This design comes from an exercise in tuning for small area, a short achievable clock period and few clock cycles per item on the open sky130 flow, not from production work. The RTL was checked by simulation tests, not by an equivalence proof against the original design.

==> inputs of cedar <==
## neuron_fetch_top
module neuron_fetch_top (
    input  logic                              clk,
    input  logic                              reset,
    input  logic                              i_start,
    input  nn_cfg_pkg::cfg_addr_t             i_table_base,
    output nn_cfg_pkg::cfg_addr_t             o_cfg_addr,
    input  logic [nn_cfg_pkg::CFG_WORD_W-1:0] i_cfg_data,
    output nn_operand_pkg::lane_addr_t        o_data_addr,
    input  nn_operand_pkg::lane_in_t          i_data,
    input  logic                              i_stopin,
    input  logic                              i_layer_done,
    output logic                              o_push,
    output nn_operand_pkg::operand_t          o_operand,
    output logic                              o_finish
);
==> module fetch_sequencer, before the edit <==
module fetch_sequencer (
    input  logic                              clk,
    input  logic                              reset,
    input  logic                              i_start,
    input  nn_cfg_pkg::cfg_addr_t             i_table_base,
    input  logic [nn_cfg_pkg::CFG_WORD_W-1:0] i_cfg_data,
    input  logic                              i_stopin,
    input  logic                              i_layer_done,
    output nn_cfg_pkg::cfg_addr_t             o_cfg_addr,
    output nn_operand_pkg::lane_addr_t        o_data_addr,
    output logic                              o_push,
    output logic [127:0]                      o_weights,
    output logic [7:0]                        o_lanes,
    output logic [9:0]                        o_left,
    output logic [43:0]                       o_fields,
    output logic [10:0]                       o_number,
    output logic                              o_finish
);
    localparam int S_IDLE  = 0;
    localparam int S_HDR   = 1;
    localparam int S_LAYER = 2;
    localparam int S_TABLE = 3;
    localparam int S_CHUNK = 4;
    localparam int S_LAST  = 5;
    logic [5:0] state;
    logic [5:0] state_n;
    nn_cfg_pkg::layer_hdr_t  hdr_word;
    nn_cfg_pkg::neuron_tbl_t tbl_word;
    logic        data_ok;      
    logic        push_q;
    logic        finish_q;
    logic [16:0] layer_ptr;    
    logic [10:0] layer_left;   
    logic [16:0] neuron_ptr;   
    logic [10:0] number;       
    logic [10:0] nlast;        
    logic [16:0] chunk_ptr;    
    logic [9:0]  rem;          
    logic        last_chunk;   
    logic        last_neuron;  
    logic [7:0]  lanes_q;      
    logic [127:0] wgt_q;       
    logic [43:0] fields_q;
    logic [9:0]  lbase_lo;
    logic [6:0]  lbase_hi;
    logic [6:0]  lbase_hi1;    
    logic        issue;
    logic [16:0] chunk_inc;
    logic [10:0] number_inc;
    logic [16:0] neuron_inc;
    logic [16:0] layer_inc;
    logic [16:0] next_addr;
    logic [16:0] hold_addr;
    logic [7:0]  lanes;
    logic [127:0] wgt_in;
    assign hdr_word = i_cfg_data[31:0];
    assign tbl_word = i_cfg_data[127:0];
    assign issue      = state[S_CHUNK] && data_ok && !i_stopin;
    assign number_inc = number + 1'b1;
    assign chunk_inc  = chunk_ptr + 1'b1;
    assign neuron_inc = neuron_ptr + 1'b1;
    assign layer_inc  = layer_ptr + 1'b1;
    always_comb
    begin
        if (!last_chunk)
            next_addr = chunk_inc;
        else if (!last_neuron)
            next_addr = neuron_inc;
        else
            next_addr = layer_inc;
        if (state[S_IDLE])
            hold_addr = i_table_base;
        else if (state[S_HDR] || state[S_LAYER])
            hold_addr = hdr_word.location;
        else if (state[S_TABLE])
            hold_addr = tbl_word.wimap;
        else
            hold_addr = chunk_ptr;
    end
    assign o_cfg_addr = issue ? next_addr : hold_addr;
    always_comb
    begin
        state_n = state;
        if (state[S_IDLE] && i_start)
            state_n = 6'd1 << S_HDR;
        if (state[S_HDR])
            state_n = (hdr_word.count == 11'd0) ? 6'd1 << S_IDLE : 6'd1 << S_LAYER;
        if (state[S_LAYER])
            state_n = 6'd1 << S_TABLE;
        if (state[S_TABLE])
            state_n = 6'd1 << S_CHUNK;
        if (issue && last_chunk)
            state_n = !last_neuron ? 6'd1 << S_TABLE :
                      (layer_left == 11'd0) ? 6'd1 << S_LAST : 6'd1 << S_LAYER;
        if (state[S_LAST] && i_layer_done)
            state_n = 6'd1 << S_IDLE;
    end
    always_ff @(posedge clk or posedge reset)
    begin
        if (reset)
        begin
            state    <= 6'd1 << S_IDLE;
            data_ok  <= 1'b0;
            push_q   <= 1'b0;
            finish_q <= 1'b0;
        end
        else
        begin
            state  <= state_n;
            push_q <= issue;
            if (i_layer_done)
                data_ok <= 1'b1;
            if (state[S_IDLE] && i_start)
            begin
                data_ok  <= 1'b1;
                finish_q <= 1'b0;
            end
            if ((state[S_HDR] && (hdr_word.count == 11'd0)) ||
                (state[S_LAST] && i_layer_done))
                finish_q <= 1'b1;
            if (issue && last_chunk && last_neuron)
                data_ok <= 1'b0;
        end
    end
    always_comb
    begin
        for (int l = 0; l < 8; l++)
        begin
            lanes[l] = (rem[9:3] != 7'd0) || (rem[2:0] > l[2:0]);
            wgt_in[l*16 +: 16] = lanes[l] ? i_cfg_data[96 + l*16 +: 16] : 16'd0;
        end
    end
    always_ff @(posedge clk)
    begin
        wgt_q   <= wgt_in;
        lanes_q <= lanes;
        if (state[S_HDR])
        begin
            layer_ptr  <= hdr_word.location;
            layer_left <= hdr_word.count - 1'b1;
        end
        if (state[S_LAYER])
        begin
            neuron_ptr <= hdr_word.location;
            nlast      <= hdr_word.count - 1'b1;
            number     <= 11'h7ff;
        end
        if (state[S_TABLE])
        begin
            chunk_ptr   <= tbl_word.wimap;
            rem         <= tbl_word.ninputs;
            last_chunk  <= (tbl_word.ninputs <= 10'd8);
            number      <= number_inc;
            last_neuron <= (number_inc == nlast);
            fields_q    <= {tbl_word.neuron_table, tbl_word.neuron_shift,
                            tbl_word.post_shift, tbl_word.oloc};
            lbase_lo    <= tbl_word.lbase[9:0];
            lbase_hi    <= tbl_word.lbase[16:10];
            lbase_hi1   <= tbl_word.lbase[16:10] + 1'b1;
        end
        if (issue)
        begin
            chunk_ptr  <= chunk_inc;
            rem[9:3]   <= rem[9:3] - 1'b1;
            last_chunk <= (rem <= 10'd16);
            if (last_chunk && !last_neuron)
                neuron_ptr <= neuron_inc;
            if (last_chunk && last_neuron)
            begin
                layer_ptr  <= layer_inc;
                layer_left <= layer_left - 1'b1;
            end
        end
    end
    logic [135:0] lane_addr;
    always_comb
    begin
        for (int l = 0; l < 8; l++)
        begin
            logic [10:0] lo;
            lo = {1'b0, lbase_lo} + {1'b0, i_cfg_data[l*10 +: 10]};
            lane_addr[l*17 +: 17] = {lo[10] ? lbase_hi1 : lbase_hi, lo[9:0]};
        end
    end
    assign o_data_addr = lane_addr;
    assign o_push      = push_q;
    assign o_weights   = wgt_q;
    assign o_lanes     = lanes_q;
    assign o_left      = {rem[9:3] + 1'b1, rem[2:0]};
    assign o_fields    = fields_q;
    assign o_number    = number;
    assign o_finish    = finish_q;
endmodule
==> flow/config.mk <==
export PLATFORM = sky130hd
export DESIGN_NAME = neuron_fetch_top
export DESIGN_NICKNAME = neuron_fetch_top
export VERILOG_FILES = /design/flow/design.v
export SDC_FILE = /design/flow/constraint.sdc
export NUM_CORES = 4
export LEC_CHECK = 0
export ABC_AREA = 1
export CAP_MARGIN = 20
export CORE_AREA = 2 2 238 238
export DIE_AREA = 0 0 240 240
export SETUP_SLACK_MARGIN = 2.0
export SLEW_MARGIN = 20
==> flow/constraint.sdc <==
create_clock -name core_clock -period 6.5 [get_ports {clk}]
set_input_delay 1.3000 -clock core_clock [delete_from_list [all_inputs] [get_ports {clk}]]
set_output_delay 1.3000 -clock core_clock [all_outputs]
set_load 0.01 [all_outputs]
standard.sh (not shown) runs the stock make flow with config.mk's settings and CLKGATE_MAP_FILE= SYNTH_SCRIPT=/design/flow/synth_recipe.tcl, a recipe that flattens the netlist after the stock synthesis.
==> flow/flow/run.sh <==
#!/bin/bash
# The standard layout, except:
#  - the smallest buffer on every input and output port instead of the
#    default port buffer;
#  - pins may sit on adjacent routing tracks, so the die can be small and
#    the core reach close to every pin.
set -euo pipefail
export BUFFER_PORTS_ARGS="-buffer_cell sky130_fd_sc_hd__buf_1"
export PLACE_PINS_ARGS="-min_distance 1 -min_distance_in_tracks"
bash standard.sh > standard_make.log 2>&1
==> inputs of garnet, as changes to cedar <==
--- a/flow/design.v
+++ b/flow/design.v
@@ -125,2 +125,3 @@
     logic [16:0] hold_addr;
+    logic [16:0] go_addr;
     logic [7:0]  lanes;
@@ -151,3 +152,4 @@
     end
-    assign o_cfg_addr = issue ? next_addr : hold_addr;
+    assign go_addr    = (state[S_CHUNK] && data_ok) ? next_addr : hold_addr;
+    assign o_cfg_addr = i_stopin ? hold_addr : go_addr;
     always_comb
--- a/flow/flow/run.sh
+++ b/flow/flow/run.sh
@@ -5,3 +5,4 @@
 #  - pins may sit on adjacent routing tracks, so the die can be small and
-#    the core reach close to every pin.
+#    the core reach close to every pin;
+#  - global routing gets more congestion iterations.
 set -euo pipefail
@@ -9,2 +10,3 @@
 export PLACE_PINS_ARGS="-min_distance 1 -min_distance_in_tracks"
+export GLOBAL_ROUTE_ARGS="-congestion_iterations 100 -congestion_report_iter_step 5 -verbose"
 bash standard.sh > standard_make.log 2>&1
Settings changed: CORE_AREA 2 2 238 238 to 2 2 248 248, DIE_AREA 0 0 240 240 to 0 0 250 250, TNS_END_PERCENT set to 10.
==> results.json <==
{
  "placement_rows": 90,
  "post-place-ws_ns": 1.64,
  "status": "finished clean",
  "hpwl_um": 78100,
  "use_met3_pct": 9.87,
  "avgSynthCellArea_um2": 7.16,
  "use_met1_pct": 37.3,
  "synthCells": 2564,
  "place_area_um2": 22700,
  "synth_commonest_cells": "nand2_1 (654), inv_1 (466), nor2_1 (286)",
  "placedCellCount": 4250
}
# the run above: garnet

==> results.json <==
{
  "status": "did not finish",
  "stop_stage": "5_1_grt",
  "firstError": "[ERROR GRT-0116] Global routing finished with congestion. Check the congestion regions in the DRC Viewer.",
  "placement_rows": 86,
  "synth_commonest_cells": "nand2_1 (624), inv_1 (467), nor2_1 (265)",
  "use_met3_pct": 13.2,
  "placedCellCount": 4167,
  "cts_buffers": 37,
  "avgSynthCellArea_um2": 7.24,
  "post-place-ws_ns": 1.69,
  "hpwl_um": 75600,
  "synthCells": 2515,
  "post_cts_resized": 9,
  "yosysTopAreaCell": "dfxtp_1"
}
# the run above: cedar

Testbench counts of cedar, summed over its fixed seeds: cycles 4,284, items 2,745.
Testbench counts of garnet, summed over its fixed seeds: cycles 4,284, items 2,745.

## port drivers added, routing unchanged
Ports are ideal in the flow. The routed layout listed here was re-timed in OpenROAD. Step 1 assumes that a clkbuf_16 drives the clock port and a buf_2 every other input. Step 2 also shifts input and output timing later by t, the mid clock arrival at the registers, as if the neighbouring blocks saw the same clock. a / b / c = ideal ports / drivers / drivers and shift; a / b = the first two.
run: garnet
t (ns): 0.625
slack for setup (ns): 1.935 / 1.870 / 1.931
worst setup path after step 2: input to output
latest minus earliest clock arrival (ns): 0.029 / 0.028
slew at the worst register clock pin (ns): 0.07 / 0.07
After both steps garnet still meets setup and hold. The setup slack of garnet moves by -0.065 ns with the drivers and by -0.004 ns with both steps.
